Source: an optimization exercise on an open RTL-to-GDS flow (aim: small area and few clock cycles). Production flows keep margins and buffers that such runs may drop.
Only simulation tests tie the RTL to the original design; equivalence was not proved.
No activity file was given, so power comes from the tool's default toggle rates.

## flow/config.mk

```make
export PLATFORM = sky130hd
export DESIGN_NAME = esc_telemetry_frame_parser
export DESIGN_NICKNAME = esc_telemetry_frame_parser
export VERILOG_FILES = /design/flow/design.v
export SDC_FILE = /design/flow/constraint.sdc
export NUM_CORES = 4
export LEC_CHECK = 0
export CAP_MARGIN = 20
export CORE_MARGIN = 2
export CORE_UTILIZATION = 70
export SLEW_MARGIN = 20
```

## flow/constraint.sdc

```tcl
create_clock -name core_clock -period 8.0 [get_ports {clock}]
set_input_delay 1.6000 -clock core_clock [delete_from_list [all_inputs] [get_ports {clock}]]
set_output_delay 1.6000 -clock core_clock [all_outputs]
set_load 0.01 [all_outputs]
```

## flow/design.v

```verilog
package efp_pkg;
   localparam int FRAME_BYTES = 32;
   localparam int POS_RPM     = 13;
   localparam int POS_SENSOR  = 19;
   localparam int NUM_SENSORS = 5;
   localparam int CNT_W       = 6;
   localparam int RPM_X10_W = 20;
   localparam int SCALE_W   = 16;
   localparam int RPM_W     = 28;
   localparam logic [15:0] CRC_INIT = 16'hFFFF;
   localparam logic [15:0] CRC_POLY = 16'hA001;
   localparam logic [7:0]         SENSOR_KEEP = 8'hFF;
   localparam logic [SCALE_W-1:0] SCALE_RESET = 16'd256;
   localparam logic [1:0] STATUS_OK      = 2'd0;
   localparam logic [1:0] STATUS_CRC_ERR = 2'd1;
   localparam logic [1:0] STATUS_LEN_ERR = 2'd2;
   typedef struct packed {
      logic [7:0] rx_byte;
      logic       frame_end;
   } req_item_type;
   typedef struct packed {
      logic [1:0]       frame_status;
      logic [RPM_W-1:0] rpm_value;
      logic [15:0]      voltage_tenths;
      logic [15:0]      current_tenths;
      logic [7:0]       fet_temperature;
      logic [7:0]       bec_temperature;
      logic [7:0]       motor_temperature;
      logic [7:0]       bec_voltage;
      logic [7:0]       bec_current;
   } rsp_item_type;
   typedef struct packed {
      logic                             len_ok;
      logic                             crc_ok;
      logic [15:0]                      rpm;
      logic [15:0]                      voltage;
      logic [15:0]                      current;
      logic [NUM_SENSORS-1:0][7:0]      sensor;
   } frame_info_type;
endpackage
import efp_pkg::*;
module efp_capture (
   input  logic                    clock,
   input  logic                    reset,
   input  logic                    step,
   input  efp_pkg::req_item_type   item,
   input  logic                    rpm_shift,
   output efp_pkg::frame_info_type info
);
   localparam logic [CNT_W-1:0] CNT_LAST    = CNT_W'(FRAME_BYTES - 1);
   localparam logic [CNT_W-1:0] CNT_RPM_LO  = CNT_W'(POS_RPM);
   localparam logic [CNT_W-1:0] CNT_RPM_HI  = CNT_W'(POS_RPM + 1);
   localparam logic [CNT_W-1:0] CNT_FLD_LO  = CNT_W'(POS_RPM + 2);
   localparam logic [CNT_W-1:0] CNT_FLD_HI  = CNT_W'(POS_SENSOR + NUM_SENSORS - 1);
   localparam int               CHAIN       = 4 + NUM_SENSORS;
   logic [CNT_W-1:0]      byte_count_ff;
   logic                  over;
   logic [15:0]           crc_ff, crc_new;
   logic [7:0]            rpm_lo_ff, rpm_hi_ff;
   logic [CHAIN-1:0][7:0] field_ff;
   logic                  at_rpm_lo, at_rpm_hi, in_fld;
   function automatic [15:0] crc16_update(input [15:0] crc, input [7:0] data);
      logic [15:0] c;
      c = crc ^ {8'h00, data};
      for (int i = 0; i < 8; i++) begin
         c = c[0] ? ((c >> 1) ^ CRC_POLY) : (c >> 1);
      end
      crc16_update = c;
   endfunction
   assign over      = byte_count_ff[CNT_W-1];
   assign at_rpm_lo = (byte_count_ff == CNT_RPM_LO);
   assign at_rpm_hi = (byte_count_ff == CNT_RPM_HI);
   assign in_fld    = (byte_count_ff >= CNT_FLD_LO) && (byte_count_ff <= CNT_FLD_HI);
   assign crc_new = crc16_update(crc_ff, item.rx_byte);
   always_ff @(posedge clock) begin
      if (reset) begin
         byte_count_ff <= '0;
         crc_ff        <= CRC_INIT;
      end else if (step) begin
         if (item.frame_end) begin
            byte_count_ff <= '0;
            crc_ff        <= CRC_INIT;
         end else begin
            if (!over) byte_count_ff <= byte_count_ff + 1'b1;
            crc_ff <= crc_new;
         end
      end
   end
   always_ff @(posedge clock) begin
      if (step && at_rpm_lo) begin
         rpm_lo_ff <= item.rx_byte;
      end else if (rpm_shift) begin
         rpm_lo_ff <= {1'b0, rpm_lo_ff[7:1]};
      end
   end
   always_ff @(posedge clock) begin
      if (step) begin
         if (at_rpm_hi) begin
            rpm_hi_ff <= item.rx_byte;
         end
         if (in_fld) begin
            field_ff <= {item.rx_byte, field_ff[CHAIN-1:1]};
         end
      end
   end
   always_comb begin
      info.len_ok  = (byte_count_ff == CNT_LAST);
      info.crc_ok  = (crc_new == 16'h0000);
      info.rpm     = {rpm_hi_ff, rpm_lo_ff};
      info.voltage = {field_ff[1], field_ff[0]};
      info.current = {field_ff[3], field_ff[2]};
      for (int i = 0; i < NUM_SENSORS; i++) begin
         info.sensor[i] = field_ff[4 + i];
      end
   end
endmodule
import efp_pkg::*;
module efp_result (
   input  logic                    clock,
   input  logic                    reset,
   input  logic                    csr_wr_en,
   input  logic [15:0]             csr_wr_data,
   input  logic                    end_step,
   input  efp_pkg::frame_info_type info,
   input  logic                    rsp_ready,
   output logic                    rsp_valid,
   output efp_pkg::rsp_item_type   rsp_item,
   output logic                    busy,
   output logic                    rpm_shift
);
   localparam int ACC_W = SCALE_W + 1;       
   localparam int LOW_W = RPM_W - ACC_W;     
   logic [SCALE_W-1:0]          scale_ff;
   logic [1:0]                  status_ff, status_in;
   logic                        rsp_valid_ff;
   logic                        busy_ff;
   logic [4:0]                  mul_step_ff;
   logic                        mul_hi, mul_done, start;
   logic                        rpm_bit, rpm_d1_ff, rpm_d2_ff, x5_carry_ff, mul_bit;
   logic [ACC_W-1:0]            acc_sum;
   logic [RPM_W-1:0]            last_rpm_ff;
   logic [15:0]                 last_volt_ff;
   logic [15:0]                 last_curr_ff;
   logic [NUM_SENSORS-1:0][7:0] held_ff;
   logic                        frame_ok;
   function automatic [SCALE_W:0] ripple_add(input [SCALE_W-1:0] a, input [SCALE_W-1:0] b);
      logic c;
      c = 1'b0;
      for (int i = 0; i < SCALE_W; i++) begin
         ripple_add[i] = a[i] ^ b[i] ^ c;
         c = (a[i] & b[i]) | (c & (a[i] ^ b[i]));
      end
      ripple_add[SCALE_W] = c;
   endfunction
   always_ff @(posedge clock) begin
      if (reset) begin
         scale_ff <= SCALE_RESET;
      end else if (csr_wr_en) begin
         scale_ff <= csr_wr_data;
      end
   end
   always_comb begin
      if (!info.len_ok) begin
         status_in = STATUS_LEN_ERR;
      end else if (!info.crc_ok) begin
         status_in = STATUS_CRC_ERR;
      end else begin
         status_in = STATUS_OK;
      end
   end
   assign frame_ok = info.len_ok && info.crc_ok;
   assign start    = end_step && frame_ok;
   assign mul_hi    = mul_step_ff[4] || mul_step_ff[3];
   assign rpm_bit   = mul_hi ? last_rpm_ff[0] : info.rpm[0];
   assign mul_bit   = rpm_bit ^ rpm_d2_ff ^ x5_carry_ff;
   assign acc_sum   = ripple_add(last_rpm_ff[RPM_W-1:LOW_W+1], mul_bit ? scale_ff : '0);
   assign mul_done  = busy_ff && mul_step_ff[4] && mul_step_ff[1];
   assign rpm_shift = busy_ff && !mul_hi;
   assign busy      = busy_ff;
   always_ff @(posedge clock) begin
      mul_step_ff <= start ? 5'd0 : mul_step_ff + 1'b1;
      rpm_d1_ff   <= !start && rpm_bit;
      rpm_d2_ff   <= !start && rpm_d1_ff;
      x5_carry_ff <= !start && ((rpm_bit & rpm_d2_ff) | (x5_carry_ff & (rpm_bit ^ rpm_d2_ff)));
   end
   always_ff @(posedge clock) begin
      if (reset) begin
         busy_ff <= 1'b0;
      end else if (start) begin
         busy_ff <= 1'b1;
      end else if (mul_done) begin
         busy_ff <= 1'b0;
      end
   end
   always_ff @(posedge clock) begin
      if (reset) begin
         last_rpm_ff <= '0;
      end else if (start) begin
         last_rpm_ff <= {{(RPM_W-8){1'b0}}, info.rpm[15:8]};
      end else if (busy_ff) begin
         last_rpm_ff[RPM_W-1:LOW_W] <= acc_sum;
         if (mul_hi) begin
            last_rpm_ff[LOW_W-1:0] <= {last_rpm_ff[LOW_W], last_rpm_ff[LOW_W-1:1]};
         end
      end
   end
   always_ff @(posedge clock) begin
      if (reset) begin
         rsp_valid_ff <= 1'b0;
         last_volt_ff <= '0;
         last_curr_ff <= '0;
         held_ff      <= '0;
      end else begin
         rsp_valid_ff <= (end_step && !frame_ok) || mul_done || (rsp_valid_ff && !rsp_ready);
         if (start) begin
            last_volt_ff <= info.voltage;
            last_curr_ff <= info.current;
            for (int i = 0; i < NUM_SENSORS; i++) begin
               if (info.sensor[i] != SENSOR_KEEP) begin
                  held_ff[i] <= info.sensor[i];
               end
            end
         end
      end
   end
   always_ff @(posedge clock) begin
      if (end_step) begin
         status_ff <= status_in;
      end
   end
   assign rsp_valid = rsp_valid_ff;
   always_comb begin
      rsp_item.frame_status      = status_ff;
      rsp_item.rpm_value         = last_rpm_ff;
      rsp_item.voltage_tenths    = last_volt_ff;
      rsp_item.current_tenths    = last_curr_ff;
      rsp_item.fet_temperature   = held_ff[0];
      rsp_item.bec_temperature   = held_ff[1];
      rsp_item.motor_temperature = held_ff[2];
      rsp_item.bec_voltage       = held_ff[3];
      rsp_item.bec_current       = held_ff[4];
   end
endmodule
import efp_pkg::*;
module esc_telemetry_frame_parser_core (
   input  logic                  clock,
   input  logic                  reset,
   input  logic                  req_valid,
   output logic                  req_ready,
   input  efp_pkg::req_item_type req_item,
   output logic                  rsp_valid,
   input  logic                  rsp_ready,
   output efp_pkg::rsp_item_type rsp_item,
   input  logic                  csr_wr_en,
   input  logic [15:0]           csr_wr_data
);
   logic                    accept;
   logic                    busy, rpm_shift;
   efp_pkg::frame_info_type info;
   assign req_ready = !(req_item.frame_end && (busy || (rsp_valid && !rsp_ready)));
   assign accept    = req_valid && req_ready;
   efp_capture u_capture (
      .clock     (clock),
      .reset     (reset),
      .step      (accept),
      .item      (req_item),
      .rpm_shift (rpm_shift),
      .info      (info)
   );
   efp_result u_result (
      .clock       (clock),
      .reset       (reset),
      .csr_wr_en   (csr_wr_en),
      .csr_wr_data (csr_wr_data),
      .end_step    (accept && req_item.frame_end),
      .info        (info),
      .rsp_ready   (rsp_ready),
      .rsp_valid   (rsp_valid),
      .rsp_item    (rsp_item),
      .busy        (busy),
      .rpm_shift   (rpm_shift)
   );
endmodule
import efp_pkg::*;
module esc_telemetry_frame_parser (
   input  logic        clock,
   input  logic        reset,
   input  logic        req_valid,
   output logic        req_ready,
   input  logic [7:0]  req_rx_byte,
   input  logic        req_frame_end,
   output logic        rsp_valid,
   input  logic        rsp_ready,
   output logic [1:0]  rsp_frame_status,
   output logic [27:0] rsp_rpm_value,
   output logic [15:0] rsp_voltage_tenths,
   output logic [15:0] rsp_current_tenths,
   output logic [7:0]  rsp_fet_temperature,
   output logic [7:0]  rsp_bec_temperature,
   output logic [7:0]  rsp_motor_temperature,
   output logic [7:0]  rsp_bec_voltage,
   output logic [7:0]  rsp_bec_current,
   input  logic        csr_wr_en,
   input  logic [15:0] csr_wr_data
);
   efp_pkg::req_item_type req_item;
   efp_pkg::rsp_item_type rsp_item;
   assign req_item.rx_byte   = req_rx_byte;
   assign req_item.frame_end = req_frame_end;
   esc_telemetry_frame_parser_core u_core (
      .clock       (clock),
      .reset       (reset),
      .req_valid   (req_valid),
      .req_ready   (req_ready),
      .req_item    (req_item),
      .rsp_valid   (rsp_valid),
      .rsp_ready   (rsp_ready),
      .rsp_item    (rsp_item),
      .csr_wr_en   (csr_wr_en),
      .csr_wr_data (csr_wr_data)
   );
   assign rsp_frame_status      = rsp_item.frame_status;
   assign rsp_rpm_value         = rsp_item.rpm_value;
   assign rsp_voltage_tenths    = rsp_item.voltage_tenths;
   assign rsp_current_tenths    = rsp_item.current_tenths;
   assign rsp_fet_temperature   = rsp_item.fet_temperature;
   assign rsp_bec_temperature   = rsp_item.bec_temperature;
   assign rsp_motor_temperature = rsp_item.motor_temperature;
   assign rsp_bec_voltage       = rsp_item.bec_voltage;
   assign rsp_bec_current       = rsp_item.bec_current;
endmodule
```

## flow/flow/run.sh

```bash
#!/bin/bash
# Standard layout with two changes: ports are buffered with the smallest
# buffer, and the clock tree uses small buffers with no dummy loads.
set -euo pipefail
export BUFFER_PORTS_ARGS="-buffer_cell sky130_fd_sc_hd__buf_1"
export CTS_ARGS="-sink_clustering_enable -repair_clock_nets -buf_list {sky130_fd_sc_hd__clkbuf_4 sky130_fd_sc_hd__clkbuf_8 sky130_fd_sc_hd__clkbuf_16} -sink_clustering_size 32 -sink_clustering_max_diameter 80 -dont_use_dummy_load"
bash standard.sh > standard.log 2>&1
```

## flow/standard.sh

```bash
#!/bin/bash
# synth_recipe.tcl (not shown) runs the flow's synth.tcl, then flattens the netlist and writes it again
# the make line also repeats each setting of config.mk as NAME=value (left out here)
make -C /OpenROAD-flow-scripts/flow DESIGN_CONFIG=/design/flow/config.mk WORK_HOME=/design/flow/orfs CLKGATE_MAP_FILE= SYNTH_SCRIPT=/design/flow/synth_recipe.tcl "${@:-finish}"
```

==> impl_results.md, run 1 <==
* N_diodes at 0
* Post-synthesis net count at 870
* Area share of xor/xnor cells in the synthesized design at ~2.7%
* Number of placed instances, taps included at ~1.1k
* Sequential Power Share at between 60 and 70%
* Post-synthesis adder-cell area fraction at 4.33%
* Clock tree from TritonCTS: built
* Average wire length per cell after detail routing at around 17 um
* Count of yosys warnings during synthesis at 2
* Num ports at roughly 130
* Run status: no timing/DRC/antenna violations
* FF+latch area at roughly 0.0057 mm^2
* CP endpoint kind: register
* Post-layout instance area at 0.00997 mm^2
* Portion of the post-synthesis area used by sequential elements at roughly three fifths
* Area added between synthesis and finish at 9.08%
* Synthesized area per cell at around 11 um^2
* Max-Slew Margin vs Limit at 32.8%
* Simple-gate share of the synthesized area at between 10 and 15%
* Number of max-capacitance violations reported at 0
* Worst Hold Margin at 453 ps
* Period utilization at 94.5%
* Portion of netlist area occupied by mux cells at just over 4%
* Final Critical Period at 7560 ps
* Setup_tns at 0 ps
* Clock network fraction of total power at 29.1%
* Clock sinks at around 240
* Clock buffers created by TritonCTS at 11
* Die Span X at 118 um
* Layout filler cell count at just over 800
* Post-CTS setup buffers at 0
* Clock transition at the registers of the reported paths at about 120 ps
* Clock latency on the worst-skew pair at around 460 ps
* Initial antenna violation count at 0
* Number of input and output port buffers inserted at roughly 130
* DP Wirelength at around 12000 um
* Final std cells w/o fill at approximately 1.1k
* Post-cts resize count at 0
* First-pass GRT wire length at slightly above 30000 um
* Setup repair after global routing missed its margin: no
* Post-DRT Antenna Nets at 0
* Remaining routing DRC violations at 0
* Std-Cell Rows at 41
* Finished Core Util at 78.7%
* Critical setup path kind: register to register
* Setup violations, final at 0
* Starting utilization of the core area at about 72%
* Net switching fraction of the power at 21.7%
* Vertical die dimension at ~120 um
* Hold buffer count at CTS at 0
* Number of max-slew violations in the final report at 0
* Number of buffers on the longest clock path at 3
* Net switching component of the power at about 440 uW
* Footprint of the multi-input gates at around 0.0032 mm^2
* Wire length reported by the detailed router at between 15000 and 20000 um
* Die Outline Area at ~0.014 mm^2
* Post-Place Cell Area at just under 0.01 mm^2
* Cell variety after synth at between 40 and 50
* CTS Root Buffer Type: clkbuf_16
* Net count, final at ~1000
* Worst clock skew on the final layout at approximately 35 ps
* Combinational Power Share at roughly 7.6%
* Layout cells sized above 1 at roughly 5.3%
* Count of state elements after synthesis at approximately 240
* IR drop worst, VDD at 0.206 mV
* Top fanout value on the critical path at 16
* Syn Std Cell Area at between 0.009 and 0.01 mm^2
* Endpoints failing hold at 0
* Static Leakage at approximately 0.0033 uW
* Worst Tran Pin Value at ~1000 ps
* H-tree level count at 1
* Synthesized-area fraction occupied by ao, oa, aoi and oai cells at under 10%
* Routed via count divided by cell count at a little under 6
* Via count of the first global-routing pass at roughly 6.2k
* Worst Path Arrival at 7940 ps
* Placeable core area at between 0.01 and 0.015 mm^2
* Final global-route overflow total at 0
* Class of the tightest hold or removal check: register to register
* Largest net degree at the start of global routing at 94
* Total Routing Usage GR at 26.3%
* Starting DRT DRC Count at 534
* Internal power component at 1580 uW
* Power per unit of standard cell area at a little over 200 mW/mm^2
* Max Freq at roughly 130 MHz
* Combinational family with the most area after synthesis: simple AND/OR/NAND/NOR gates
* Synth Instances at approximately 820
* Kind of start point of the critical path: register
* Detailed-routing iteration count for the pre-antenna-repair pass at 5
* Required arrival time at the worst endpoint at 8380 ps
* Via total after detailed routing at approximately 6.4k
* RD Place Congestion at just under 0.9
==> final timing paths <==
check	start	end	slack [ps]	cells after the start
min reg2reg	u_core.u_result.rpm_d1_ff	u_core.u_result.rpm_d2_ff	450	1
min	u_core.u_result.rpm_d1_ff	u_core.u_result.rpm_d2_ff	450	1
max	u_core.u_result.mul_step_ff[3]	u_core.u_result.last_rpm_ff[26]	440	27
max reg2reg	u_core.u_result.mul_step_ff[3]	u_core.u_result.last_rpm_ff[26]	440	27
==> cell usage after synthesis <==
| library cell | instances | area [um^2] |
|---|---|---|
| o211ai_1 | 7 | 52.6 |
| nor3b_1 | 2 | 15.0 |
| nand4b_1 | 1 | 8.76 |
| o21a_1 | 1 | 7.51 |
| o21ai_0 | 36 | 180 |
| and2_1 | 3 | 18.8 |
| nand2_1 | 108 | 405 |
| buf_2 | 6 | 30.0 |
| and3_1 | 2 | 12.5 |
| nand4_2 | 1 | 12.5 |
| buf_4 | 1 | 7.51 |
| nand2b_1 | 5 | 31.3 |
| o221a_2 | 10 | 113 |
| buf_6 | 5 | 56.3 |
| nand4_1 | 11 | 68.8 |
| a31oi_1 | 2 | 12.5 |
| xnor3_1 | 1 | 22.5 |
| and4_1 | 1 | 8.76 |
| clkbuf_1 | 33 | 124 |
| nor2_1 | 62 | 233 |
| mux2_2 | 7 | 78.8 |
| nor2b_1 | 18 | 113 |
| mux2i_1 | 30 | 300 |
| xor2_2 | 1 | 16.3 |
| dfxtp_1 | 148 | 2960 |
| edfxtp_1 | 90 | 2700 |
| ha_1 | 6 | 75.1 |
| xor2_1 | 6 | 52.6 |
| nor3_1 | 3 | 15.0 |
| fa_1 | 16 | 320 |
| nor4_1 | 1 | 6.26 |
| xnor2_1 | 16 | 140 |
| buf_1 | 6 | 22.5 |
| xnor2_2 | 1 | 16.3 |
| nand3_1 | 51 | 255 |
| inv_1 | 15 | 56.3 |
| or3_1 | 1 | 6.26 |
| a22oi_1 | 9 | 67.6 |
| a211oi_1 | 5 | 37.5 |
| nor4_4 | 1 | 21.3 |
| or2_2 | 6 | 37.5 |
| a21oi_1 | 83 | 415 |
==> power by group through the flow <==
stage,combinational (uW),clock [uW],sequential (uW)
detailed placement,152,0,1300
floorplan,122,0,1300
CTS,154,600,1280
finish,154,587,1280
global placement,150,0,1300
global route,170,639,1280
==> cell type report <==
cell class	count	share of cell area, %
repair buffers	140	5.57
clock buffers	11	2.76
multi-input cells	514	32.1
inverters	15	0.565
flip-flops and latches	238	56.8
well taps	172	2.16
==> cells by family after synthesis <==
kind of cell,after synthesis
AO/OA/AOI/OAI,153
XOR/XNOR,25
adder cells (fa/ha/maj),22
buffers and inverters,66
flip-flops,238
multiplexers,37
AND/OR/NAND/NOR,277
==> cells in the final DEF, fill, tap and decap left out, types with 16 or more instances in the layout <==
cell / synthesis / routed
mux2i_1: 30 / 30
nor2b_1: 18 / 18
dfxtp_1: 148 / 148
edfxtp_1: 90 / 90
nand3_1: 51 / 51
nand2_1: 108 / 108
a21oi_1: 83 / 83
fa_1: 16 / 16
nor2_1: 62 / 61
o21ai_0: 36 / 35
xnor2_1: 16 / 16
buf_1: 6 / 132
==> registers in the layout, indices dropped and copies added, names as in the netlist, 2 cells and up <==
signal                          count
u_core.u_capture.byte_count_ff      6
u_core.u_capture.crc_ff            16
u_core.u_capture.field_ff          72
u_core.u_capture.rpm_hi_ff          8
u_core.u_capture.rpm_lo_ff          8
u_core.u_result.held_ff            40
u_core.u_result.last_curr_ff       16
u_core.u_result.last_rpm_ff        28
u_core.u_result.last_volt_ff       16
u_core.u_result.mul_step_ff         5
u_core.u_result.scale_ff           16
u_core.u_result.status_ff           2
==> metrics by stage <==
step,power (uW),setup WS (ps)
6_report,2020,441
4_1_cts,2030,422
3_5_place_dp,1460,495
3_3_place_gp,1450,724
2_1_floorplan,1420,753
5_1_grt,2090,130
==> critical path, stage by stage, from the launching register on <==
cell and delay, ps:
dfxtp_1 360, nor2_1 220, mux2i_1 150, fa_1 500, buf_4 200, nor2b_1 70, ha_1 170, inv_1 70
fa_1 190, fa_1 190, inv_1 50, fa_1 380, fa_1 420, fa_1 420, fa_1 390, fa_1 380
fa_1 420, fa_1 410, fa_1 390, fa_1 390, fa_1 360, inv_1 80, fa_1 160, inv_1 50
fa_1 350, inv_1 70, fa_1 400, a211oi_1 240
==> layer usage <==
metal	vias up	part of all wire [%]	routed length [um]	GRT usage, %
met5	-	0	0	0
met3	37	4.5	842	3.28
met2	214	51	9570	45.9
met4	0	2.4	459	7.08
met1	3130	42	7910	35.0
li1	3024	-	-	-
Testbench counts, summed over its fixed seeds: cycles 16,894.
==> run 2, diff against run 1 <==
==> flow/flow/run.sh (replaced) <==
#!/bin/bash
# Standard layout with two changes: ports are buffered with the smallest
# buffer, and the clock tree uses small buffers with no dummy loads.
set -euo pipefail
export BUFFER_PORTS_ARGS="-buffer_cell sky130_fd_sc_hd__buf_1"
export CTS_ARGS="-sink_clustering_enable -repair_clock_nets -buf_list {sky130_fd_sc_hd__clkbuf_8} -sink_clustering_size 20 -sink_clustering_max_diameter 45 -dont_use_dummy_load"
bash standard.sh > standard.log 2>&1
==> run 2 against run 1 <==
Combinational power hardly changed. Sequential share of layout area is 0.16 points lower. Clock power is 3% higher. Sequential power hardly changed. Still clean on timing, DRC and antenna. Global-route usage hardly changed. Final area is 0.28% higher. Highest routed layer unchanged. Worst setup slack worse by 17 ps. Register-to-register slack worse by 20 ps. Largest cell class unchanged.
==> impl_results.md, run 2 <==
* Routed via count divided by cell count at 5.88 (about the same)
* Critical setup path kind: register to register
* Std-Cell Rows at 41 (unchanged)
* Endpoints failing hold at 0 (unchanged)
* Placeable core area at 0.0127 mm^2 (unchanged)
* Period utilization at 94.7% (+0.22 points)
* Share of synthesized flip-flops with an asynchronous set or reset at 0% (unchanged)
* Die Outline Area at 0.0140 mm^2 (unchanged)
* Post-cts resize count at 0 (unchanged)
* Layout cells sized above 1 at 6.46% (+1.1 points)
* Post-synthesis cell type with the largest combined area: dfxtp_1
* Average wire length per cell after detail routing at 17.0 um (-1.4%)
* Primary flip-flop cell chosen by synthesis mapping: dfxtp_1
* Count of yosys warnings during synthesis at 2 (unchanged)
* N_diodes at 0 (unchanged)
* Number of input and output port buffers inserted at 133 (unchanged)
* Setup violations, final at 0 (unchanged)
* Max-Slew Margin vs Limit at 32.0% (-0.77 points)
* Footprint of the multi-input gates at 0.00320 mm^2 (unchanged)
* Setup repair after global routing missed its margin: no
* Power per unit of standard cell area at 204 mW/mm^2 (+0.71%)
* Clock network fraction of total power at 29.7% (+0.6 points)
* Worst clock skew on the final layout at 39.7 ps (+4.26 ps)
* Detailed-routing iteration count for the pre-antenna-repair pass at 6 (+1)
* Cell variety after synth at 42 (unchanged)
* Sequential Power Share at 62.7% (-0.6 points)
* Largest net degree at the start of global routing at 94 (unchanged)
* IR drop worst, VDD at 0.155 mV (-25%)
* Net count, final at 983 (+1.1%)
* Longest individual stage delay on the worst path at 500 ps (about the same)
* Top fanout value on the critical path at 16 (unchanged)
* H-tree level count at 1 (unchanged)
* Clock sinks at 238 (unchanged)
* Clock tree from TritonCTS: built
* Max Freq at 132 MHz (-0.23%)
* Post-route total power at 2040 uW (+0.99%)
* Slowest cell on the critical path: fa_1
* Portion of the post-synthesis area used by sequential elements at 62.0% (unchanged)
* Number of placed instances, taps included at 1079 (unchanged)
* Syn Std Cell Area at 0.00914 mm^2 (unchanged)
* Most used standard cell by instance count after synthesis: dfxtp_1
* Required arrival time at the worst endpoint at 8420 ps (+40 ps)
* Number of buffers on the longest clock path at 3 (unchanged)
* Most common cell after layout, fill and taps aside: dfxtp_1
* Via total after detailed routing at 6473 (+1.1%)
* Post-synthesis net count at 870 (unchanged)
* Number of max-slew violations in the final report at 0 (unchanged)
* RD Place Congestion at 0.875 (unchanged)
* Final std cells w/o fill at 1101 (+1.0%)
* Area added between synthesis and finish at 9.38%
* Synth Instances at 818 (unchanged)
* Post-CTS setup buffers at 0 (unchanged)
* Worst path bufs/invs at 6 (unchanged)
* Kind of start point of the critical path: register
* Clock buffers created by TritonCTS at 22 (+11)
* Wire length reported by the detailed router at 18700 um (-0.36%)
* Highest-count cells in the layout ignoring fill and taps: dfxtp_1, buf_1, nand2_1
* Initial antenna violation count at 0 (unchanged)
* Setup_tns at 0 ps (unchanged)
* Synthesized area per cell at 11.2 um^2 (unchanged)
* Final global-route overflow total at 0 (unchanged)
* Largest register by flop count: u_core.u_capture.field_ff
* Net switching fraction of the power at 22.6% (+0.94 points)
* Synth top area share at 32.4% (unchanged)
* Starting utilization of the core area at 72.1% (unchanged)
* Top cell by count, worst path: fa_1
* Hold buffer count at CTS at 0 (unchanged)
* Starting DRT DRC Count at 601 (+13%)
* Vertical die dimension at 118 um (unchanged)
* Total Routing Usage GR at 26.3% (about the same)
* Worst Path Arrival at 8000 ps (+60 ps)
* Number of max-capacitance violations reported at 0 (unchanged)
* Biggest area contributors in the synthesized netlist: dfxtp_1, edfxtp_1, a21oi_1
* Clock latency on the worst-skew pair at 530 ps (+70 ps)
* Via count of the first global-routing pass at 6125 (-0.41%)
* Internal power component at 1580 uW (-0.22%)
* Num ports at 134 (unchanged)
* Largest delay share family, worst path: adder cells
* Static Leakage at 0.00334 uW (+0.68%)
* Post-DRT Antenna Nets at 0 (unchanged)
* Remaining routing DRC violations at 0 (unchanged)
* Run status: no timing/DRC/antenna violations
* Worst Tran Pin Value at 1020 ps (+11.5 ps)
* Combinational Power Share at 7.7% (about the same)
* Layout filler cell count at 833 (+0.24%)
* Die Span X at 118 um (unchanged)
* Most used standard cells in the synthesized netlist: dfxtp_1, nand2_1, edfxtp_1
* First-pass GRT wire length at 30400 um (+0.14%)
* Final Critical Period at 7580 ps (+17.2 ps)
* EDFF count, synth at 90 (unchanged)
* Clock transition at the registers of the reported paths at 110 ps (about the same)
* FF+latch area at 0.00567 mm^2 (unchanged)
* Top Registers: u_core.u_capture.field_ff (72), u_core.u_result.held_ff (40), u_core.u_result.last_rpm_ff (28)
* CTS Root Buffer Type: clkbuf_8
* DP Wirelength at 12300 um (unchanged)
* Class of the tightest hold or removal check: register to register
* Count of state elements after synthesis at 238 (unchanged)
* Net switching component of the power at 462 uW (+5.4%)
* Largest register FFs at 72 (unchanged)
* CP endpoint kind: register
[run 2: changes by cell type in the layout (fill, tap and decap cells not counted), sizes merged]
cell | previous run | this run
clkbuf | 12 | 23
[run 2: through the flow]
step / hold slack, ps / utilization, % / worst slack (ps) / cell area [um^2]
2_1_floorplan: 406 / - / 753 / 9140
3_3_place_gp: 421 / 76.5 / 724 / 9690
3_5_place_dp: 425 / 76.5 / 495 / 9690
4_1_cts: 415 / 78.9 / 427 / 9990
5_1_grt: 429 / 78.9 / 139 / 10000
6_report: 410 / 78.9 / 424 / 10000
[run 2: routing by layer]
layer | vias up | GRT usage (%) | share of wire [%]
li1 | 3051 | - | -
met1 | 3145 | 35.0 | 42
met2 | 234 | 44.6 | 50
met3 | 43 | 4.39 | 5.7
met4 | 0 | 8.13 | 2.6
met5 | - | 0 | 0
[run 2: final cells by class]
type | instances | share of cell area (%)
Timing Repair Buffer | 140 | 5.56
Clock buffer | 22 | 3.03
Inverter | 15 | 0.563
Tap cell | 172 | 2.15
Multi-Input combinational cell | 514 | 32.0
Sequential cell | 238 | 56.7
[run 2: power by group through the flow]
| stage | Combinational (uW) | Sequential (uW) | Clock [uW] |
|---|---|---|---|
| floorplan | 122 | 1300 | 0 |
| global placement | 150 | 1300 | 0 |
| detailed placement | 152 | 1300 | 0 |
| CTS | 157 | 1280 | 612 |
| global route | 171 | 1280 | 660 |
| finish | 156 | 1280 | 605 |
[run 2: kinds of logic (layout without fill, tap and decap cells)]
logic type,Yosys count,in the layout,share of synthesized area [%]
DFF,238,238,62.0
muxes,37,37,4.15
AOI/OAI and AO/OA,153,153,9.69
buffers and inverters,66,177,3.24
and+or+nand+nor,277,277,13.9
xor gates and xnor gates,25,25,2.71
adders and majority gates,22,22,4.33
[run 2: path summary, 6_finish.rpt]
kind / startpoint / end / slack, ps / cells after the start
max: u_core.u_result.mul_step_ff[4] / u_core.u_result.last_rpm_ff[26] / 420 / 27
min: u_core.u_capture.field_ff[20] / u_core.u_capture.field_ff[12] / 410 / 0
max reg2reg: u_core.u_result.mul_step_ff[4] / u_core.u_result.last_rpm_ff[26] / 420 / 27
min reg2reg: u_core.u_capture.field_ff[20] / u_core.u_capture.field_ff[12] / 410 / 0
==> run 3, diff against run 2 <==
==> flow/run.sh (new file) <==
#!/bin/bash
# synth_recipe.tcl (not shown) runs the flow's synth.tcl, then flattens the netlist and writes it again
# the make line also repeats each setting of config.mk as NAME=value (left out here)
make -C /OpenROAD-flow-scripts/flow DESIGN_CONFIG=/design/flow/config.mk WORK_HOME=/design/flow/orfs CLKGATE_MAP_FILE= SYNTH_SCRIPT=/design/flow/synth_recipe.tcl finish
--- a/flow/config.mk
+++ b/flow/config.mk
@@ -8,4 +8,4 @@
 export CAP_MARGIN = 20
 export CORE_MARGIN = 2
-export CORE_UTILIZATION = 70
+export CORE_UTILIZATION = 40
 export SLEW_MARGIN = 20
removed: flow/flow/run.sh
removed: flow/standard.sh
==> run 3 against run 2 <==
First-iteration DRC count shrank 47%. Utilization shrank 27 points. Synthesized cell count stayed put. Final area up 16%. Register-to-register slack improved by 220 ps. Die area rose by 72%. Flip-flop and latch count unchanged. Clock power up 110%. Via count shrank 3.8%.
==> impl_results.md, run 3 <==
* Synth top area share at 32.4% (unchanged)
* Worst Slack Setup Final at 648 ps (+224 ps)
* Die Outline Area at 0.0241 mm^2 (+72%)
* Remaining routing DRC violations at 0 (unchanged)
* Wire length reported by the detailed router at 20000 um (+6.9%)
* Post-CTS setup buffers at 0 (unchanged)
* Layout cells sized above 1 at 7.85% (+1.4 points)
* Initial antenna violation count at 0 (unchanged)
* Largest net degree at the start of global routing at 90 (-4.3%)
* H-tree level count at 1 (unchanged)
* N_diodes at 0 (unchanged)
* Class of the tightest hold or removal check: register to register
* Clock tree from TritonCTS: built
* Starting DRT DRC Count at 319 (-47%)
* Number of input and output port buffers inserted at 133 (unchanged)
* Die Span X at 155 um (+31%)
* Cell variety after synth at 42 (unchanged)
* Num ports at 134 (unchanged)
* Setup violations, final at 0 (unchanged)
* Number of max-capacitance violations reported at 0 (unchanged)
* Final Critical Period at 7350 ps (-224 ps)
* RD Place Congestion at 0.767 (-12%)
* Placeable core area at 0.0225 mm^2 (+78%)
* Setup repair after global routing missed its margin: no
* Vertical die dimension at 155 um (+31%)
* Average wire length per cell after detail routing at 16.1 um (-5.2%)
* Clock sinks at 238 (unchanged)
* Static Leakage at 0.00393 uW (+18%)
* Required arrival time at the worst endpoint at 8410 ps (about the same)
* Worst Hold Margin at 427 ps (+16.9 ps)
* Post-synthesis cell type with the largest combined area: dfxtp_1
* Top cell by count, worst path: fa_1
* Portion of the post-synthesis area used by sequential elements at 62.0% (unchanged)
* Max-Slew Margin vs Limit at 27.4% (-4.6 points)
* Worst clock skew on the final layout at 10.2 ps (-29.5 ps)
* Routed via count divided by cell count at 5.02 (-15%)
* Share of synthesized flip-flops with an asynchronous set or reset at 0% (unchanged)
* Net count, final at 988 (+0.51%)
* Clock latency on the worst-skew pair at 510 ps (-20 ps)
* CTS Root Buffer Type: clkbuf_16
* Via count of the first global-routing pass at 6074 (-0.83%)
* Slowest cell on the critical path: fa_1
* Std-Cell Rows at 55 (+34%)
* DP Wirelength at 12900 um (+5.1%)
* Starting utilization of the core area at 40.6% (-32 points)
* Most used standard cell by instance count after synthesis: dfxtp_1
* Top Registers: u_core.u_capture.field_ff (72), u_core.u_result.held_ff (40), u_core.u_result.last_rpm_ff (28)
* Post-Place Cell Area at 0.0107 mm^2 (+10%)
* Detailed-routing iteration count for the pre-antenna-repair pass at 5 (-1)
* Longest individual stage delay on the worst path at 540 ps (+40 ps)
* First-pass GRT wire length at 32300 um (+6.3%)
* Critical setup path kind: register to register
* IR drop worst, VDD at 0.141 mV (-9.1%)
* Endpoints failing hold at 0 (unchanged)
* Layout filler cell count at 1986 (+140%)
* Count of state elements after synthesis at 238 (unchanged)
* Final global-route overflow total at 0 (unchanged)
* Biggest area contributors in the synthesized netlist: dfxtp_1, edfxtp_1, a21oi_1
* Clock buffers created by TritonCTS at 26 (+18%)
* Clock transition at the registers of the reported paths at 60 ps (-50 ps)
* Top fanout value on the critical path at 14 (-2)
* Area added between synthesis and finish at 26.6%
* Synthesized area per cell at 11.2 um^2 (unchanged)
* EDFF count, synth at 90 (unchanged)
* Worst path bufs/invs at 5 (-1)
* Worst Path Arrival at 7770 ps (-230 ps)
* Hold buffer count at CTS at 0 (unchanged)
* Primary flip-flop cell chosen by synthesis mapping: dfxtp_1
* Total Routing Usage GR at 16.6% (-9.8 points)
* Power per unit of standard cell area at 233 mW/mm^2 (+14%)
* Kind of start point of the critical path: register
* Max Freq at 136 MHz (+3.0%)
* Largest register FFs at 72 (unchanged)
* Syn Std Cell Area at 0.00914 mm^2 (unchanged)
* Highest-count cells in the layout ignoring fill and taps: dfxtp_1, clkdlybuf4s50_1, nand2_1
* Via total after detailed routing at 6226 (-3.8%)
* Worst Tran Pin Value at 1080 ps (+61.8 ps)
* Period utilization at 91.9% (-2.8 points)
* Number of buffers on the longest clock path at 3 (unchanged)
* Largest register by flop count: u_core.u_capture.field_ff
* Synth Instances at 818 (unchanged)
* Post-synthesis net count at 870 (unchanged)
* DP Worst Slack at 689 ps (+194 ps)
* Largest delay share family, worst path: adder cells
* Run status: no timing/DRC/antenna violations
* Number of max-slew violations in the final report at 0 (unchanged)
* Count of yosys warnings during synthesis at 2 (unchanged)
* Post-cts resize count at 0 (unchanged)
* Most common cell after layout, fill and taps aside: dfxtp_1
* Most used standard cells in the synthesized netlist: dfxtp_1, nand2_1, edfxtp_1
* Post-layout instance area at 0.0116 mm^2 (+16%)
* CP endpoint kind: register
* Setup_tns at 0 ps (unchanged)
* Post-DRT Antenna Nets at 0 (unchanged)
-- run 3: routing by layer --
layer | GRT usage (%) | vias to the layer above | part of all wire [%]
met4 | 4.23 | 0 | 2.2
met5 | 0 | - | 0
met1 | 22.3 | 2973 | 47
met3 | 2.90 | 31 | 4.1
met2 | 27.8 | 125 | 47
li1 | - | 3097 | -
-- run 3: layout make-up --
type                       instances  area, um^2  share of cell area, %
sequential                       238        5670                   49.0
multi-input combinational        514        3200                   27.6
timing repair buffer             141        1390                   12.0
clock buffer                      32         694                   6.00
tap                              285         357                   3.08
clock inverter                    16         206                   1.78
inverter                          15        56.3                  0.487
-- run 3: logic make-up (layout without fill, tap and decap cells) --
group                    Yosys count  count (layout)  share of synthesized area [%]
multiplexers                      37              37                           4.15
buffers and inverters             66             204                           3.24
adder cells (fa/ha/maj)           22              22                           4.33
AND/OR/NAND/NOR                  277             277                           13.9
AO/OA/AOI/OAI                    153             153                           9.69
flip-flops                       238             238                           62.0
XOR/XNOR                          25              25                           2.71
-- run 3: report_power, final --
part,internal [uW],switching [uW]
combinational,76.7,89.3
sequential,1270,12.2
clock,777,473
total,2120,574
-- run 3: through the flow --
stage | std cells | power [uW] | util, %
2_1_floorplan | 818 | 1420 | -
3_3_place_gp | 1192 | 1470 | 47.4
3_5_place_dp | 1193 | 1470 | 47.4
4_1_cts | 1241 | 2720 | 51.4
5_1_grt | 1241 | 2790 | 51.4
6_report | 1241 | 2690 | 51.4
-- run 3: worst register-to-register path: stages (launching register included) --
cell      delay (ps)
dfxtp_1          350
nor2_1           200
mux2i_1          160
fa_1             540
buf_4            210
nand2b_1         150
fa_1             200
fa_1             170
inv_1             50
fa_1             380
fa_1             400
fa_1             400
fa_1             390
fa_1             390
fa_1             390
fa_1             390
fa_1             390
fa_1             380
fa_1             360
inv_1             70
fa_1             150
inv_1             50
fa_1             350
inv_1             80
fa_1             410
a211oi_1         230
-- run 3: worst paths after layout --
check,start,end,slack [ps],cells past startpoint
max reg2reg,u_core.u_result.mul_step_ff[4],u_core.u_result.last_rpm_ff[26],650,25
max,u_core.u_result.mul_step_ff[4],u_core.u_result.last_rpm_ff[26],650,25
min,u_core.u_result.rpm_d1_ff,u_core.u_result.rpm_d2_ff,430,1
min reg2reg,u_core.u_result.rpm_d1_ff,u_core.u_result.rpm_d2_ff,430,1
==> run 4, diff against run 3 <==
==> flow/flow/run.sh (new file) <==
#!/bin/bash
# The standard layout with three changes:
#  - synthesis maps logic with an area-oriented ABC script (flow/abc_area.script);
#    everything else in synthesis, registers included, is the standard one;
#  - ports are buffered with the smallest buffer;
#  - the clock tree uses small buffers and no dummy loads.
set -euo pipefail
HERE=$PWD

# Synthesis script: synth_recipe.tcl, with ORFS's synth.tcl swapped for a copy
# whose ABC call reads flow/abc_area.script.
sed "s|^source \$::env(SCRIPTS_DIR)/synth_preamble.tcl\$|&\nlset abc_args 1 $HERE/flow/abc_area.script|" \
    "$FLOW_HOME/scripts/synth.tcl" > "$HERE/synth_core.tcl"
grep -q "lset abc_args 1" "$HERE/synth_core.tcl"
sed "s|^source \$::env(SCRIPTS_DIR)/synth.tcl\$|source $HERE/synth_core.tcl|" \
    "$HERE/synth_recipe.tcl" > "$HERE/synth_area.tcl"
grep -q "synth_core.tcl" "$HERE/synth_area.tcl"
sed "s|SYNTH_SCRIPT=[^ ]*synth_recipe.tcl|SYNTH_SCRIPT=$HERE/synth_area.tcl|" \
    "$HERE/standard.sh" > "$HERE/standard_area.sh"
grep -q "synth_area.tcl" "$HERE/standard_area.sh"

export BUFFER_PORTS_ARGS="-buffer_cell sky130_fd_sc_hd__buf_1"
export CTS_ARGS="-sink_clustering_enable -repair_clock_nets -buf_list {sky130_fd_sc_hd__clkbuf_8 sky130_fd_sc_hd__clkbuf_16} -sink_clustering_size 32 -sink_clustering_max_diameter 80 -root_buf sky130_fd_sc_hd__clkbuf_4 -tree_buf sky130_fd_sc_hd__clkbuf_4 -dont_use_dummy_load"
bash "$HERE/standard_area.sh" > "$HERE/standard.log" 2>&1
==> flow/flow/abc_area.script (new file) <==
strash
dc2
dch
amap
topo
==> flow/standard.sh (new file) <==
#!/bin/bash
# synth_recipe.tcl (not shown) runs the flow's synth.tcl, then flattens the netlist and writes it again
# the make line also repeats each setting of config.mk as NAME=value (left out here)
make -C /OpenROAD-flow-scripts/flow DESIGN_CONFIG=/design/flow/config.mk WORK_HOME=/design/flow/orfs CLKGATE_MAP_FILE= SYNTH_SCRIPT=/design/flow/synth_recipe.tcl "${@:-finish}"
--- a/flow/config.mk
+++ b/flow/config.mk
@@ -8,4 +8,4 @@
 export CAP_MARGIN = 20
 export CORE_MARGIN = 2
-export CORE_UTILIZATION = 40
+export CORE_UTILIZATION = 70
 export SLEW_MARGIN = 20
removed: flow/run.sh
==> run 4 against run 3 <==
Cell count fell by 25%. Via count fell by 3.3%. Sequential power barely moved. Worst setup slack got worse by 140 ps. Register-to-register slack got worse by 140 ps. Utilization rose by 29 points. Non-clock buffer count fell by 1.
==> impl_results.md, run 4 <==
* Run status: no timing/DRC/antenna violations
* Endpoints failing hold at 0 (unchanged)
* Std-Cell Rows at 40 (-27%)
* Via count of the first global-routing pass at 5778 (-4.9%)
* Kind of start point of the critical path: register
* Top fanout value on the critical path at 4 (-10)
* Reg-to-reg slack, setup at 510 ps (-140 ps)
* Portion of the post-synthesis area used by sequential elements at 66.2% (+4.2 points)
* Largest register by flop count: u_core.u_capture.field_ff
* Net count, final at 833 (-16%)
* RD Place Congestion at 0.868 (+13%)
* Synth top area share at 34.6% (+2.2 points)
* Final global-route overflow total at 0 (unchanged)
* Layout cells sized above 1 at 4.75% (-3.1 points)
* Starting utilization of the core area at 71.5% (+31 points)
* Post-synthesis cell type with the largest combined area: dfxtp_1
* Most used standard cells in the synthesized netlist: dfxtp_1, edfxtp_1, o221a_1
* Longest individual stage delay on the worst path at 560 ps (+20 ps)
* Vertical die dimension at 115 um (-26%)
* Sequential Power Share at 66.8% (+19 points)
* Power per unit of standard cell area at 201 mW/mm^2 (-14%)
* Clock network fraction of total power at 27.2% (-19 points)
* Static Leakage at 0.00313 uW (-20%)
* Post-route total power at 1930 uW (-28%)
* Detailed-routing iteration count for the pre-antenna-repair pass at 5 (unchanged)
* Finished Core Util at 80.5% (+29 points)
* Post-DRT Antenna Nets at 0 (unchanged)
* Routed via count divided by cell count at 6.50 (+29%)
* Die Outline Area at 0.0131 mm^2 (-45%)
* Area added between synthesis and finish at 12.6%
* Class of the tightest hold or removal check: register to register
* Clock transition at the registers of the reported paths at 120 ps (+60 ps)
* Worst hold path startpoint: u_core.u_capture.crc_ff[12]
* Critical setup path kind: register to register
* Largest net degree at the start of global routing at 73 (-19%)
* CTS Root Buffer Type: clkbuf_4
* Starting DRT DRC Count at 601 (+88%)
* Required arrival time at the worst endpoint at 8480 ps (+70 ps)
* Number of cells traversed by the worst hold path at 1 (unchanged)
* Clock sinks at 238 (unchanged)
* Placeable core area at 0.0120 mm^2 (-47%)
* Synthesized area per cell at 13.6 um^2 (+22%)
* Syn Std Cell Area at 0.00855 mm^2 (-6.4%)
* Post-CTS setup buffers at 0 (unchanged)
* Net switching component of the power at 422 uW (-27%)
* Setup repair after global routing missed its margin: no
* Top cell by count, worst path: fa_1
* Post-synthesis net count at 680 (-22%)
* EDFF count, synth at 90 (unchanged)
* Clock latency on the worst-skew pair at 580 ps (+70 ps)
* Most used standard cell by instance count after synthesis: dfxtp_1
* Clock buffers created by TritonCTS at 11 (-58%)
* Combinational Power Share at 6.0% (-0.2 points)
* End of the worst register-to-register path: u_core.u_result.last_rpm_ff[26]
* Number of buffers on the longest clock path at 3 (unchanged)
* Worst clock skew on the final layout at 54.0 ps (+43.8 ps)
* Number of input and output port buffers inserted at 133 (unchanged)
* Initial antenna violation count at 1 (+1)
* Total Routing Usage GR at 27.5% (+11 points)
* Most common cell after layout, fill and taps aside: dfxtp_1
* Net switching fraction of the power at 21.8% (+0.50 points)
* Worst hold path endpoint: u_core.u_capture.crc_ff[4]
* Remaining routing DRC violations at 0 (unchanged)
* Setup violations, final at 0 (unchanged)
* Share of synthesized flip-flops with an asynchronous set or reset at 0% (unchanged)
* Cell variety after synth at 27 (-36%)
* Depth of the worst register-to-register path at 26 (+4.0%)
* Max Freq at 133 MHz (-1.9%)
* Launch instance of the worst register-to-register path: u_core.u_result.mul_step_ff[4]
* Biggest area contributors in the synthesized netlist: dfxtp_1, edfxtp_1, o221a_1
* Slowest cell on the critical path: fa_1
* Number of max-slew violations in the final report at 0 (unchanged)
* Largest delay share family, worst path: adder cells
* Worst path bufs/invs at 5 (unchanged)
* Clock tree from TritonCTS: built
* Worst Path Arrival at 7980 ps (+210 ps)
* Average wire length per cell after detail routing at 19.5 um (+21%)
* Synth Instances at 628 (-23%)
* Num ports at 134 (unchanged)
* Max-Slew Margin vs Limit at 25.9% (-1.6 points)
* Final Critical Period at 7490 ps (+143 ps)
* Highest-count cells in the layout ignoring fill and taps: dfxtp_1, buf_1, edfxtp_1
* Period utilization at 93.7% (+1.8 points)
* Worst Tran Pin Value at 1100 ps (+22.1 ps)
* Count of state elements after synthesis at 238 (unchanged)
* Internal power component at 1510 uW (-29%)
* Count of yosys warnings during synthesis at 2 (unchanged)
* First-pass GRT wire length at 29000 um (-10%)
* Top Registers: u_core.u_capture.field_ff (72), u_core.u_result.held_ff (40), u_core.u_result.last_rpm_ff (28)
* CP endpoint kind: register
* IR drop worst, VDD at 0.191 mV (+36%)
* DP Wirelength at 12100 um (-6.1%)
* Wire length reported by the detailed router at 18000 um (-9.8%)
* Largest register FFs at 72 (unchanged)
* Setup_tns at 0 ps (unchanged)
* Via total after detailed routing at 6022 (-3.3%)
* H-tree level count at 1 (unchanged)
* Number of max-capacitance violations reported at 0 (unchanged)
* Die Span X at 115 um (-26%)
* Primary flip-flop cell chosen by synthesis mapping: dfxtp_1
==> run 4: changes by cell type in the layout (fill, tap and decap cells not counted), sizes merged, moves of 25 or more <==
| cell | delta |
|---|---|
| a21oi | -66 |
| o221a | +77 |
| buf | +131 |
| nand3 | -47 |
| clkdlybuf4s50 | -132 |
| nand2 | -97 |
| mux2i | -30 |
| clkinv | +47 |
| o22ai | +25 |
==> run 4: layout make-up <==
class	instances	area, um^2
sequential	238	5670
multi-input combinational	334	2790
fill	681	2330
timing repair buffer	140	552
clock buffer	11	223
inverter	56	216
tap	147	184
antenna	1	2.50
==> run 4: power by group through the flow <==
stage / Clock (uW) / Combinational (uW) / Sequential [uW]
6_report: 525 / 117 / 1290
5_1_grt: 581 / 128 / 1290
4_1_cts: 535 / 116 / 1290
3_5_place_dp: 0 / 115 / 1320
3_3_place_gp: 0 / 113 / 1320
2_1_floorplan: 0 / 80.2 / 1320
==> run 4: timing repair <==
action                                  in CTS  in global routing
endpoints found under the setup margin       0                  1
gates resized for setup                      0                  2
hold buffers                                 0                  0
endpoints found under the hold margin        0                  0
==> run 4: worst register-to-register path, stage by stage, from the launching register on <==
cell and delay (ps):
dfxtp_1 360, nor2_1 190, o22ai_1 150, fa_1 560
nor2b_1 70, ha_1 180, clkinv_1 60, fa_1 180
fa_1 170, clkinv_1 80, fa_1 390, fa_1 390
fa_1 400, fa_1 400, fa_1 390, fa_1 390
fa_1 400, fa_1 390, fa_1 390, fa_1 370
clkinv_1 60, fa_1 160, clkinv_1 70, fa_1 360
clkinv_1 70, fa_1 420, a2111oi_2 360
==> run 4: per-layer routing <==
metal | up-vias | wire, um | track usage (%)
met5 | - | 0 | 0
met4 | 0 | 310 | 6.91
met3 | 22 | 1220 | 4.13
met2 | 248 | 8970 | 45.9
met1 | 2964 | 7530 | 38.3
li1 | 2788 | - | -
==> run 4: cell families (layout without fill, tap and decap cells) <==
logic type | count (synthesis) | after routing | share of synthesized area, %
fa+ha+maj | 22 | 22 | 4.62
compound gates | 185 | 185 | 19.5
simple gates | 127 | 127 | 7.18
flops | 238 | 238 | 66.2
buf+inv | 56 | 207 | 2.46
other cells | 0 | 1 | 0
==> run 4: worst max-delay path by stage <==
stage / from / end / slack, ps / cells past startpoint
after floorplan: req_rx_byte[2] / u_core.u_result.held_ff[13] / 10 / 24
after global placement: u_core.u_result.mul_step_ff[3] / u_core.u_result.last_rpm_ff[26] / 740 / 26
after detailed placement: u_core.u_result.mul_step_ff[4] / u_core.u_result.last_rpm_ff[26] / 330 / 26
after CTS: u_core.u_result.mul_step_ff[4] / u_core.u_result.last_rpm_ff[26] / 320 / 26
after global routing: u_core.u_result.mul_step_ff[4] / u_core.u_result.last_rpm_ff[26] / 130 / 26
final: u_core.u_result.mul_step_ff[4] / u_core.u_result.last_rpm_ff[26] / 510 / 26
==> run 4: stage by stage <==
stage          instances  setup slack [ps]  cell area, um^2  hold slack (ps)
2_1_floorplan        628              10.4             8650              414
4_1_cts              926               320             9620              439
5_1_grt              927               127             9630              454
3_5_place_dp         915               331             9400              436
3_3_place_gp         915               742             9400              424
6_report             927               505             9630              436
==> run 5, diff against run 4 <==
--- a/flow/flow/run.sh
+++ b/flow/flow/run.sh
@@ -21,4 +21,4 @@
 
 export BUFFER_PORTS_ARGS="-buffer_cell sky130_fd_sc_hd__buf_1"
-export CTS_ARGS="-sink_clustering_enable -repair_clock_nets -buf_list {sky130_fd_sc_hd__clkbuf_8 sky130_fd_sc_hd__clkbuf_16} -sink_clustering_size 32 -sink_clustering_max_diameter 80 -root_buf sky130_fd_sc_hd__clkbuf_4 -tree_buf sky130_fd_sc_hd__clkbuf_4 -dont_use_dummy_load"
+export CTS_ARGS="-sink_clustering_enable -repair_clock_nets -buf_list {sky130_fd_sc_hd__clkbuf_16} -sink_clustering_size 36 -sink_clustering_max_diameter 80 -root_buf sky130_fd_sc_hd__clkbuf_4 -tree_buf sky130_fd_sc_hd__clkbuf_4 -dont_use_dummy_load"
 bash "$HERE/standard_area.sh" > "$HERE/standard.log" 2>&1
==> run 5 against run 4 <==
Via count up 1.2%. Critical endpoint unchanged. Largest cell class unchanged. Global-route usage rose by 0.082 points. Sequential share of layout area hardly changed. Cell count shrank 0.11%. Utilization hardly changed. Power grew 0.15%. Clock power hardly changed.
==> impl_results.md, run 5 <==
* Run status: no timing/DRC/antenna violations
* Setup_tns at 0 ps (unchanged)
* Required arrival time at the worst endpoint at 8490 ps (about the same)
* Synth Instances at 628 (unchanged)
* Final std cells w/o fill at 926 (-0.11%)
* Highest-count cells in the layout ignoring fill and taps: dfxtp_1, buf_1, edfxtp_1
* Largest register by flop count: u_core.u_capture.field_ff
* Critical setup path kind: register to register
* Footprint of the multi-input gates at 0.00279 mm^2 (unchanged)
* Count of yosys warnings during synthesis at 2 (unchanged)
* Clock tree from TritonCTS: built
* Most common cell after layout, fill and taps aside: dfxtp_1
* IR drop worst, VDD at 0.216 mV (+13%)
* Syn Std Cell Area at 0.00855 mm^2 (unchanged)
* Via count of the first global-routing pass at 5803 (+0.43%)
* First-pass GRT wire length at 29100 um (+0.26%)
* EDFF count, synth at 90 (unchanged)
* Max-Slew Margin vs Limit at 25.9% (+0.071 points)
* Post-layout instance area at 0.00963 mm^2 (about the same)
* Clock transition at the registers of the reported paths at 120 ps (about the same)
* Biggest area contributors in the synthesized netlist: dfxtp_1, edfxtp_1, o221a_1
* Clock buffers created by TritonCTS at 11 (unchanged)
* Synthesized-area fraction occupied by ao, oa, aoi and oai cells at 19.5% (unchanged)
* Initial antenna violation count at 0 (-1)
* Count of state elements after synthesis at 238 (unchanged)
* N_diodes at 0 (-1)
* Placeable core area at 0.0120 mm^2 (unchanged)
* Detailed-routing iteration count for the pre-antenna-repair pass at 5 (unchanged)
* Routed via count divided by cell count at 6.58 (+1.3%)
* Number of max-capacitance violations reported at 0 (unchanged)
* Average wire length per cell after detail routing at 19.6 um (+0.75%)
* FF+latch area at 0.00567 mm^2 (unchanged)
* Post-route total power at 1940 uW (+0.15%)
* Worst clock skew on the final layout at 57.8 ps (+3.82 ps)
* Endpoints failing hold at 0 (unchanged)
* Area added between synthesis and finish at 12.5% (about the same)
* Power per unit of standard cell area at 201 mW/mm^2 (+0.18%)
* Top Registers: u_core.u_capture.field_ff (72), u_core.u_result.held_ff (40), u_core.u_result.last_rpm_ff (28)
* Die Span X at 115 um (unchanged)
* Synth top area share at 34.6% (unchanged)
* Die Outline Area at 0.0131 mm^2 (unchanged)
* Number of placed instances, taps included at 915 (unchanged)
* Remaining routing DRC violations at 0 (unchanged)
* Total Routing Usage GR at 27.6% (+0.082 points)
* Worst Path Arrival at 8000 ps (+20 ps)
* Wire length reported by the detailed router at 18100 um (+0.64%)
* CTS Root Buffer Type: clkbuf_4
* Finished Core Util at 80.5% (about the same)
* Class of the tightest hold or removal check: register to register
* CP endpoint kind: register
* Starting utilization of the core area at 71.5% (unchanged)
* Num ports at 134 (unchanged)
* Reg-to-reg slack, setup at 490 ps (-20 ps)
* Portion of the post-synthesis area used by sequential elements at 66.2% (unchanged)
* Static Leakage at 0.00313 uW (about the same)
* Most used standard cell by instance count after synthesis: dfxtp_1
* Post-synthesis adder-cell area fraction at 4.62% (unchanged)
* H-tree level count at 1 (unchanged)
* RD Place Congestion at 0.868 (unchanged)
* Final Critical Period at 7510 ps (+17.8 ps)
* Max Freq at 133 MHz (-0.24%)
* Vertical die dimension at 115 um (unchanged)
* Clock latency on the worst-skew pair at 590 ps (about the same)
* Synthesized area per cell at 13.6 um^2 (unchanged)
* Cell variety after synth at 27 (unchanged)
* Layout filler cell count at 682 (+0.15%)
* DP Wirelength at 12100 um (unchanged)
* Post-synthesis net count at 680 (unchanged)
* Starting DRT DRC Count at 655 (+9.0%)
* Most used standard cells in the synthesized netlist: dfxtp_1, edfxtp_1, o221a_1
* Number of input and output port buffers inserted at 133 (unchanged)
* Setup violations, final at 0 (unchanged)
* Share of synthesized flip-flops with an asynchronous set or reset at 0% (unchanged)
* Top cell by count, worst path: fa_1
* Number of buffers on the longest clock path at 3 (unchanged)
* Primary flip-flop cell chosen by synthesis mapping: dfxtp_1
* Worst Tran Pin Value at 1100 ps (-1.05 ps)
* Kind of start point of the critical path: register
* Longest individual stage delay on the worst path at 560 ps (about the same)
* Area share of xor/xnor cells in the synthesized design at 0% (unchanged)
* Final global-route overflow total at 0 (unchanged)
* Post-Place Cell Area at 0.00940 mm^2 (unchanged)
* Largest net degree at the start of global routing at 73 (unchanged)
* Slowest cell on the critical path: fa_1
* Via total after detailed routing at 6093 (+1.2%)
* Std-Cell Rows at 40 (unchanged)
* Clock sinks at 238 (unchanged)
* Number of max-slew violations in the final report at 0 (unchanged)
* Period utilization at 93.9% (+0.22 points)
* Post-CTS setup buffers at 0 (unchanged)
* Net count, final at 833 (unchanged)
* Combinational family with the most area after synthesis: compound AO/OA/AOI/OAI gates
* Top fanout value on the critical path at 4 (unchanged)
* Post-DRT Antenna Nets at 0 (unchanged)
* Largest register FFs at 72 (unchanged)
* Layout cells sized above 1 at 4.75% (unchanged)
* Simple-gate share of the synthesized area at 7.18% (unchanged)
* Post-synthesis cell type with the largest combined area: dfxtp_1
* Portion of netlist area occupied by mux cells at 0% (unchanged)
* Setup repair after global routing missed its margin: no
## run 5: final timing paths
check	startpoint	endpoint	cells past startpoint
setup reg to reg	u_core.u_result.mul_step_ff[4]	u_core.u_result.last_rpm_ff[26]	26
setup / recovery	u_core.u_result.mul_step_ff[4]	u_core.u_result.last_rpm_ff[26]	26
hold reg to reg	u_core.u_capture.crc_ff[12]	u_core.u_capture.crc_ff[4]	1
hold / removal	u_core.u_capture.crc_ff[12]	u_core.u_capture.crc_ff[4]	1
## run 5: layout make-up
type	instances	area share, %
Timing Repair Buffer	140	5.73
Inverter	56	2.25
Clock buffer	11	2.31
Sequential cell	238	58.9
Tap cell	147	1.91
Multi-Input combinational cell	334	28.9
## run 5: metrics by stage
| step | hold slack [ps] | setup slack [ps] |
|---|---|---|
| detailed placement | 436 | 331 |
| global route | 441 | 109 |
| finish | 431 | 487 |
| CTS | 438 | 308 |
| global placement | 424 | 742 |
| floorplan | 414 | 10.4 |
## run 5: timing repair
action	4_1_cts	5_1_grt
hold buffers	0	0
gates resized for setup	0	2
setup endpoints to repair	0	1
## run 5: layer usage
layer / share of wire, % / vias to the layer above / track usage (%)
met1: 42 / 3026 / 38.5
met2: 49 / 246 / 45.9
met5: 0 / - / 0
li1: - / 2789 / -
met3: 7.2 / 32 / 4.29
met4: 1.9 / 0 / 6.91
## run 5: where the power goes
group	switching, uW	leakage, uW	total, uW	internal [uW]
logic	79.4	0.00102	116	36.8
registers	14.8	0.00201	1290	1280
clock network	330	0.000112	528	198
total	424	0.00313	1940	1510
## run 5: logic make-up after synthesis
kind of cell,after synthesis
AO/OA/AOI/OAI,185
adder cells (fa/ha/maj),22
buffers and inverters,56
flip-flops,238
AND/OR/NAND/NOR,127
## run 5: worst max-delay path, delay by kind of cell, from the launching register on
kind	cells	cell delay [ps]
adder cells (fa/ha/maj)	17	5940
AO/OA/AOI/OAI	2	510
flip-flops	1	360
buffers and inverters	5	350
AND/OR/NAND/NOR	2	260
==> run 6, diff against run 5 <==
--- a/flow/flow/run.sh
+++ b/flow/flow/run.sh
@@ -21,4 +21,4 @@
 
 export BUFFER_PORTS_ARGS="-buffer_cell sky130_fd_sc_hd__buf_1"
-export CTS_ARGS="-sink_clustering_enable -repair_clock_nets -buf_list {sky130_fd_sc_hd__clkbuf_16} -sink_clustering_size 36 -sink_clustering_max_diameter 80 -root_buf sky130_fd_sc_hd__clkbuf_4 -tree_buf sky130_fd_sc_hd__clkbuf_4 -dont_use_dummy_load"
+export CTS_ARGS="-sink_clustering_enable -repair_clock_nets -buf_list {sky130_fd_sc_hd__clkbuf_8} -sink_clustering_size 20 -sink_clustering_max_diameter 45 -dont_use_dummy_load"
 bash "$HERE/standard_area.sh" > "$HERE/standard.log" 2>&1
==> run 6 against run 5 <==
Count of clock-buffer cells in the layout up 9. Combinational power barely moved. Routed wire length is 0.45% higher. First-iteration DRC count rose by 2.6%. Register-to-register slack worse by 96 ps. Power grew 2.4%. Clock power is 8.9% higher. Still clean.
==> impl_results.md, run 6 <==
* Synthesized area per cell at 13.6 um^2 (unchanged)
* Vertical die dimension at 115 um (unchanged)
* DP Wirelength at 12100 um (unchanged)
* Setup_tns at 0 ps (unchanged)
* Footprint of the multi-input gates at 0.00279 mm^2 (unchanged)
* Clock sinks at 238 (unchanged)
* Number of max-slew violations in the final report at 0 (unchanged)
* Layout cells sized above 1 at 5.84% (+1.1 points)
* Clock latency on the worst-skew pair at 540 ps (-50 ps)
* H-tree level count at 1 (unchanged)
* Post-DRT Antenna Nets at 0 (unchanged)
* Clock buffers created by TritonCTS at 20 (+9)
* Portion of the post-synthesis area used by sequential elements at 66.2% (unchanged)
* Most used standard cell by instance count after synthesis: dfxtp_1
* Post-route total power at 1980 uW (+2.4%)
* Power per unit of standard cell area at 205 mW/mm^2 (+1.8%)
* Static Leakage at 0.00317 uW (+1.0%)
* Largest net degree at the start of global routing at 73 (unchanged)
* Starting DRT DRC Count at 672 (+2.6%)
* Setup violations, final at 0 (unchanged)
* Layout filler cell count at 683 (+0.15%)
* RD Place Congestion at 0.868 (unchanged)
* Average wire length per cell after detail routing at 19.5 um (-0.52%)
* Number of max-capacitance violations reported at 0 (unchanged)
* Std-Cell Rows at 40 (unchanged)
* DP Worst Slack at 331 ps (unchanged)
* FF+latch area at 0.00567 mm^2 (unchanged)
* Detailed-routing iteration count for the pre-antenna-repair pass at 5 (unchanged)
* Post-synthesis net count at 680 (unchanged)
* Longest individual stage delay on the worst path at 560 ps (about the same)
* Worst Slack Setup Final at 392 ps (-95.8 ps)
* Final Critical Period at 7610 ps (+95.8 ps)
* Top cell by count, worst path: fa_1
* Die Span X at 115 um (unchanged)
* Period utilization at 95.1% (+1.2 points)
* Synth top area share at 34.6% (unchanged)
* Worst path bufs/invs at 5 (unchanged)
* Wire length reported by the detailed router at 18200 um (+0.45%)
* Critical setup path kind: register to register
* EDFF count, synth at 90 (unchanged)
* Run status: no timing/DRC/antenna violations
* Final global-route overflow total at 0 (unchanged)
* Remaining routing DRC violations at 0 (unchanged)
* Biggest area contributors in the synthesized netlist: dfxtp_1, edfxtp_1, o221a_1
* Starting utilization of the core area at 71.5% (unchanged)
* Area added between synthesis and finish at 13.1%
* Worst clock skew on the final layout at 56.9 ps (-0.907 ps)
* Required arrival time at the worst endpoint at 8400 ps (-90 ps)
* Worst Path Arrival at 8010 ps (about the same)
* Total Routing Usage GR at 28.1% (+0.55 points)
* Top Registers: u_core.u_capture.field_ff (72), u_core.u_result.held_ff (40), u_core.u_result.last_rpm_ff (28)
* Share of synthesized flip-flops with an asynchronous set or reset at 0% (unchanged)
* Placeable core area at 0.0120 mm^2 (unchanged)
* Max Freq at 131 MHz (-1.3%)
* Most common cell after layout, fill and taps aside: dfxtp_1
* Number of input and output port buffers inserted at 133 (unchanged)
* Net count, final at 842 (+1.1%)
* Largest register by flop count: u_core.u_capture.field_ff
* Routed via count divided by cell count at 6.40 (-2.8%)
* Class of the tightest hold or removal check: register to register
* Worst Tran Pin Value at 1070 ps (-33.8 ps)
* Cell variety after synth at 27 (unchanged)
* IR drop worst, VDD at 0.195 mV (-9.4%)
* Via total after detailed routing at 5981 (-1.8%)
* Number of buffers on the longest clock path at 3 (unchanged)
* Clock transition at the registers of the reported paths at 110 ps (about the same)
* Endpoints failing hold at 0 (unchanged)
* Slowest cell on the critical path: fa_1
* Top fanout value on the critical path at 4 (unchanged)
* Largest delay share family, worst path: adder cells
* Count of state elements after synthesis at 238 (unchanged)
* Synth Instances at 628 (unchanged)
* CP endpoint kind: register
* Num ports at 134 (unchanged)
* Post-Place Cell Area at 0.00940 mm^2 (unchanged)
* CTS Root Buffer Type: clkbuf_8
* Post-layout instance area at 0.00968 mm^2 (+0.55%)
* Via count of the first global-routing pass at 5890 (+1.5%)
* First-pass GRT wire length at 29500 um (+1.3%)
* Worst Hold Margin at 434 ps (+3.08 ps)
* Die Outline Area at 0.0131 mm^2 (unchanged)
* Max-Slew Margin vs Limit at 28.2% (+2.3 points)
* Highest-count cells in the layout ignoring fill and taps: dfxtp_1, buf_1, edfxtp_1
* N_diodes at 0 (unchanged)
* Kind of start point of the critical path: register
* Clock tree from TritonCTS: built
* Post-synthesis cell type with the largest combined area: dfxtp_1
* Primary flip-flop cell chosen by synthesis mapping: dfxtp_1
* Largest register FFs at 72 (unchanged)
* Count of yosys warnings during synthesis at 2 (unchanged)
* Most used standard cells in the synthesized netlist: dfxtp_1, edfxtp_1, o221a_1
* Syn Std Cell Area at 0.00855 mm^2 (unchanged)
* Initial antenna violation count at 0 (unchanged)
## run 6: cell count changes in the layout (fill, tap and decap cells not counted), sizes merged
| cell | change |
|---|---|
| clkbuf | +9 |
## run 6: cell type report
class                           count  share of cell area, %
Sequential cell                   238                   58.5
Multi-Input combinational cell    334                   28.8
Timing Repair Buffer              140                   5.70
Clock buffer                       20                   2.84
Inverter                           56                   2.24
Tap cell                          147                   1.90
## run 6: layer usage
layer	wire length (um)	track usage, %	vias to the layer above
met5	0	0	-
met4	377	7.80	0
met3	1270	5.29	30
met2	9050	46.2	246
met1	7540	38.9	2904
li1	-	-	2801
## run 6: what timing repair did
item / in CTS / in global routing
hold buffers: 0 / 0
hold endpoints to repair: 0 / 0
endpoints found under the setup margin: 0 / 1
gates resized for setup: 0 / 2
buffers inserted: 0 / 0
## run 6: worst paths after layout
| check | from | end | slack (ps) | cells after the start |
|---|---|---|---|---|
| worst max-delay path | u_core.u_result.mul_step_ff[3] | u_core.u_result.last_rpm_ff[26] | 390 | 26 |
| worst min register to register | u_core.u_capture.field_ff[27] | u_core.u_capture.field_ff[19] | 430 | 0 |
| worst min-delay path | u_core.u_capture.field_ff[27] | u_core.u_capture.field_ff[19] | 430 | 0 |
| worst max register to register | u_core.u_result.mul_step_ff[3] | u_core.u_result.last_rpm_ff[26] | 390 | 26 |
## run 6: kinds of logic (layout without fill, tap and decap cells)
group,Yosys count,count (layout),share of synthesized area [%]
AOI/OAI and AO/OA,185,185,19.5
adders and majority gates,22,22,4.62
buffers and inverters,56,216,2.46
DFF,238,238,66.2
and+or+nand+nor,127,127,7.18
## run 6: stage by stage
step	util [%]	std cells
3_3_place_gp	78.6	915
2_1_floorplan	-	628
4_1_cts	80.9	935
3_5_place_dp	78.6	915
5_1_grt	80.9	935
6_report	80.9	935
## run 6: where the power goes
part / switching [uW] / internal [uW]
clock: 351 / 225
combinational: 79.1 / 36.8
sequential: 14.6 / 1280
total: 444 / 1540

Re-timed with assumed drivers on the ports (clkbuf_16 on the clock, buf_2 on other inputs), run 6 has 0.392 ns of setup slack against 0.392 ns with ideal ports, and 0.392 ns once port delays also move by the mid clock arrival of 0.548 ns.
